Context: an optimization exercise on an open-source flow, tuned for small area and a short achievable clock period. The choices shown serve that exercise and are no tape-out recipe.
RTL that was checked went through simulation tests only; none was proved equivalent to the original.

// mdu_sequencer
module mdu_sequencer #(
  parameter int unsigned MULT_CYCLES = 5,
  parameter int unsigned DIV_CYCLES  = 10
) (
  input  logic        clk,
  input  logic        reset,
  input  logic        start,
  input  logic [2:0]  mdu_op,
  input  logic [31:0] a,
  input  logic [31:0] b,
  input  logic        cancel,
  input  logic        d_is_md,
  output logic        busy,
  output logic        stall_md,
  output logic [31:0] hi,
  output logic [31:0] lo
);
  localparam int W = 36;
  localparam int BS = 11;
  logic cancel_w;
  assign cancel_w = cancel;
  logic          busy_q, fin_q;
  logic [3:0]    cyc_q;
  logic          mul_q, sgn_q, sa_q, c8_q, take_q;
  logic [31:0]   d_q;
  logic [33:0]   r_q;    
  logic [35:0]   q_q;
  logic [31:0]   hi_q, lo_q;
  function automatic logic [W-1:0] add_row(input logic [W-1:0] x, input logic [W-1:0] y,
                                           input logic ci);
    logic [W/BS+1:0] gb;
    logic [W-1:0] s0, s;
    logic         cc, cb, t;
    cc = ci;
    for (int j = 0; j < W; j++) begin
      if (j % BS == 0 && j != 0) cc = 1'b0;
  ...
For scale: ~2000 cells after synthesis, ~140 I/O pins, ~0.016 mm^2 of cells after synthesis.
export LEC_CHECK = 0
export ABC_AREA = 1
export CAP_MARGIN = 20
export CORE_MARGIN = 2
export CORE_UTILIZATION = 40
export CTS_BUF_LIST = sky130_fd_sc_hd__clkbuf_8
export SLEW_MARGIN = 20
create_clock -name core_clock -period 85.0 [get_ports {clk}]
standard.sh (not shown) runs the stock make flow with config.mk's settings and CLKGATE_MAP_FILE= SYNTH_SCRIPT=/design/flow/synth_recipe.tcl, a recipe that flattens the netlist after the stock synthesis.
==> flow/flow/run.sh <==
#!/bin/bash
set -e
export BUFFER_PORTS_ARGS="-buffer_cell sky130_fd_sc_hd__buf_1"
bash standard.sh > standard_flow.log 2>&1
Next try:
--- a/flow/design.v
+++ b/flow/design.v
@@ -7,25 +7,25 @@
   input  logic        start,
   input  logic [2:0]  mdu_op,
   input  logic [31:0] a,
   input  logic [31:0] b,
   input  logic        cancel,
   input  logic        d_is_md,
   output logic        busy,
   output logic        stall_md,
   output logic [31:0] hi,
   output logic [31:0] lo
 );
   localparam int W = 36;
-  localparam int BS = 11;
+  localparam int BS = 10;
   logic cancel_w;
   assign cancel_w = cancel;
   logic          busy_q, fin_q;
   logic [3:0]    cyc_q;
   logic          mul_q, sgn_q, sa_q, c8_q, take_q;
   logic [31:0]   d_q;
   logic [33:0]   r_q;    
   logic [35:0]   q_q;
   logic [31:0]   hi_q, lo_q;
   function automatic logic [W-1:0] add_row(input logic [W-1:0] x, input logic [W-1:0] y,
                                            input logic ci);
     logic [W/BS+1:0] gb;
After rerunning:
- The new run finished clean
- non-clock buffer count came out higher by 6
- wire length went up by 13%
- synthesized cell count rises by about 1.7%
- global-route usage increases by 3.6 points
- sequential share of layout area is lower by 0.48 points
- sequential cell count does not change
- design area rose by 2.0%
- worst setup slack is worse by 0.0061 ns
- die area went up by 1.8%
Function not checked in the second run of this note: the RTL went through the layout flow alone.

--- another note on this design; it stands on its own ---

Setup of harbor:
// mdu_sequencer
module mdu_sequencer #(
  parameter int unsigned MULT_CYCLES = 5,
  parameter int unsigned DIV_CYCLES  = 10
) (
  input  logic        clk,
  input  logic        reset,
  input  logic        start,
  input  logic [2:0]  mdu_op,
  input  logic [31:0] a,
  input  logic [31:0] b,
  input  logic        cancel,
  input  logic        d_is_md,
  output logic        busy,
  output logic        stall_md,
  output logic [31:0] hi,
  output logic [31:0] lo
);
  localparam int W = 36;
  localparam int BS = 12;
  logic cancel_w;
  assign cancel_w = cancel;
  logic          busy_q, fin_q;
  logic [3:0]    cyc_q;
  logic          mul_q, sgn_q, sa_q, e_q;
  logic [31:0]   d_q;
  logic [W-1:0]  r_q;
  logic [35:0]   q_q;
  logic [31:0]   hi_q, lo_q;
  function automatic logic [W-1:0] add_row(input logic [W-1:0] x, input logic [W-1:0] y,
                                           input logic ci);
    logic [W/BS+1:0] gb;
    logic [W-1:0] s0, s;
    logic         cc, cb, t;
    cc = ci;
    for (int j = 0; j < W; j++) begin
      if (j % BS == 0 && j != 0) cc = 1'b0;
      s0[j] = x[j] ^ y[j] ^ cc;
      cc    = (x[j] & y[j]) | (cc & (x[j] ^ y[j]));
      if ((j + 1) % BS == 0 || j == W - 1) gb[j/BS] = cc;
    end
    s  = s0;
    cb = gb[0];
    for (int k = BS; k < W; k += BS) begin
      t = 1'b1;
      for (int j = k; j < k + BS && j < W; j++) begin
        s[j] = s0[j] ^ (cb & t);
        t    = t & s0[j];
      end
      cb = gb[k/BS] | (cb & t);
    end
    add_row = s;
  endfunction
  logic fin, dsign;
  logic [W-1:0] dx;
  assign fin   = fin_q;
  assign dsign = sgn_q & d_q[31];
  assign dx    = {{(W-32){dsign}}, d_q};
  function automatic logic [W-1:0] ysel(input logic [W-1:0] d, input logic s1, input logic s2,
  ...
Size in the first run: about 2000 cells after synthesis, roughly 140 I/O pins, roughly 16000 µm² of cells after synthesis.
Settings: LEC_CHECK=0, ABC_AREA=1, CAP_MARGIN=20, CORE_MARGIN=2, CORE_UTILIZATION=40, SLEW_MARGIN=20; clock period 85.0 ns.
standard.sh (not shown) runs the stock make flow with config.mk's settings and CLKGATE_MAP_FILE= SYNTH_SCRIPT=/design/flow/synth_recipe.tcl, a recipe that flattens the netlist after the stock synthesis.
==> flow/flow/run.sh <==
#!/bin/bash
set -e
export BUFFER_PORTS_ARGS="-buffer_cell sky130_fd_sc_hd__buf_1"
bash standard.sh > standard_flow.log 2>&1
> inputs changed (harbor -> tundra)
- removing ABC_AREA (formerly 1)
==> flow/run.sh (new file) <==
#!/bin/bash
# synth_recipe.tcl (not shown) runs the flow's synth.tcl, then flattens the netlist and writes it again
# the make line also repeats each setting of config.mk as NAME=value (left out here)
make -C /OpenROAD-flow-scripts/flow DESIGN_CONFIG=/design/flow/config.mk WORK_HOME=/design/flow/orfs CLKGATE_MAP_FILE= SYNTH_SCRIPT=/design/flow/synth_recipe.tcl finish
removed: flow/flow/run.sh
removed: flow/standard.sh
Results
tundra ends up with a multiplexer fraction of the synthesized cell area that is 5.8 points higher than in harbor. tundra vs. harbor: synthesized cell count dropped about 10%, core utilization moved up.

## port drivers added, routing unchanged
Ports are ideal in the flow. The routed layouts listed here were re-timed in OpenROAD. Step 1, drivers: a clkbuf_16 drives clk and a buf_2 each remaining input, both assumed. Step 2 also shifts input and output timing later by t, the mid clock arrival at the registers, as if the neighbouring blocks saw the same clock. Slacks: ideal / step 1 / step 2; pairs: ideal / step 1.
| run | t (ns) | setup slack, ns | worst hold slack (ns) | worst register clock-pin slew, ns |
|---|---|---|---|---|
| the first run of note 1 | 0.560 | 50.631 / 50.611 / 50.611 | 0.491 / 0.491 / 0.491 | 0.11 / 0.11 |
| the second run of note 1 | 0.576 | 50.625 / 50.601 / 50.601 | 0.487 / 0.487 / 0.487 | 0.12 / 0.12 |
| harbor | 0.522 | 50.625 / 50.605 / 50.605 | 0.483 / 0.483 / 0.483 | 0.09 / 0.09 |
| tundra | 0.516 | 49.879 / 49.854 / 49.854 | 0.476 / 0.476 / 0.476 | 0.08 / 0.08 |
After both steps every run listed still meets setup and hold. The setup slack of tundra, which loses most, moves by -0.025 ns with the drivers and by -0.025 ns with both steps.
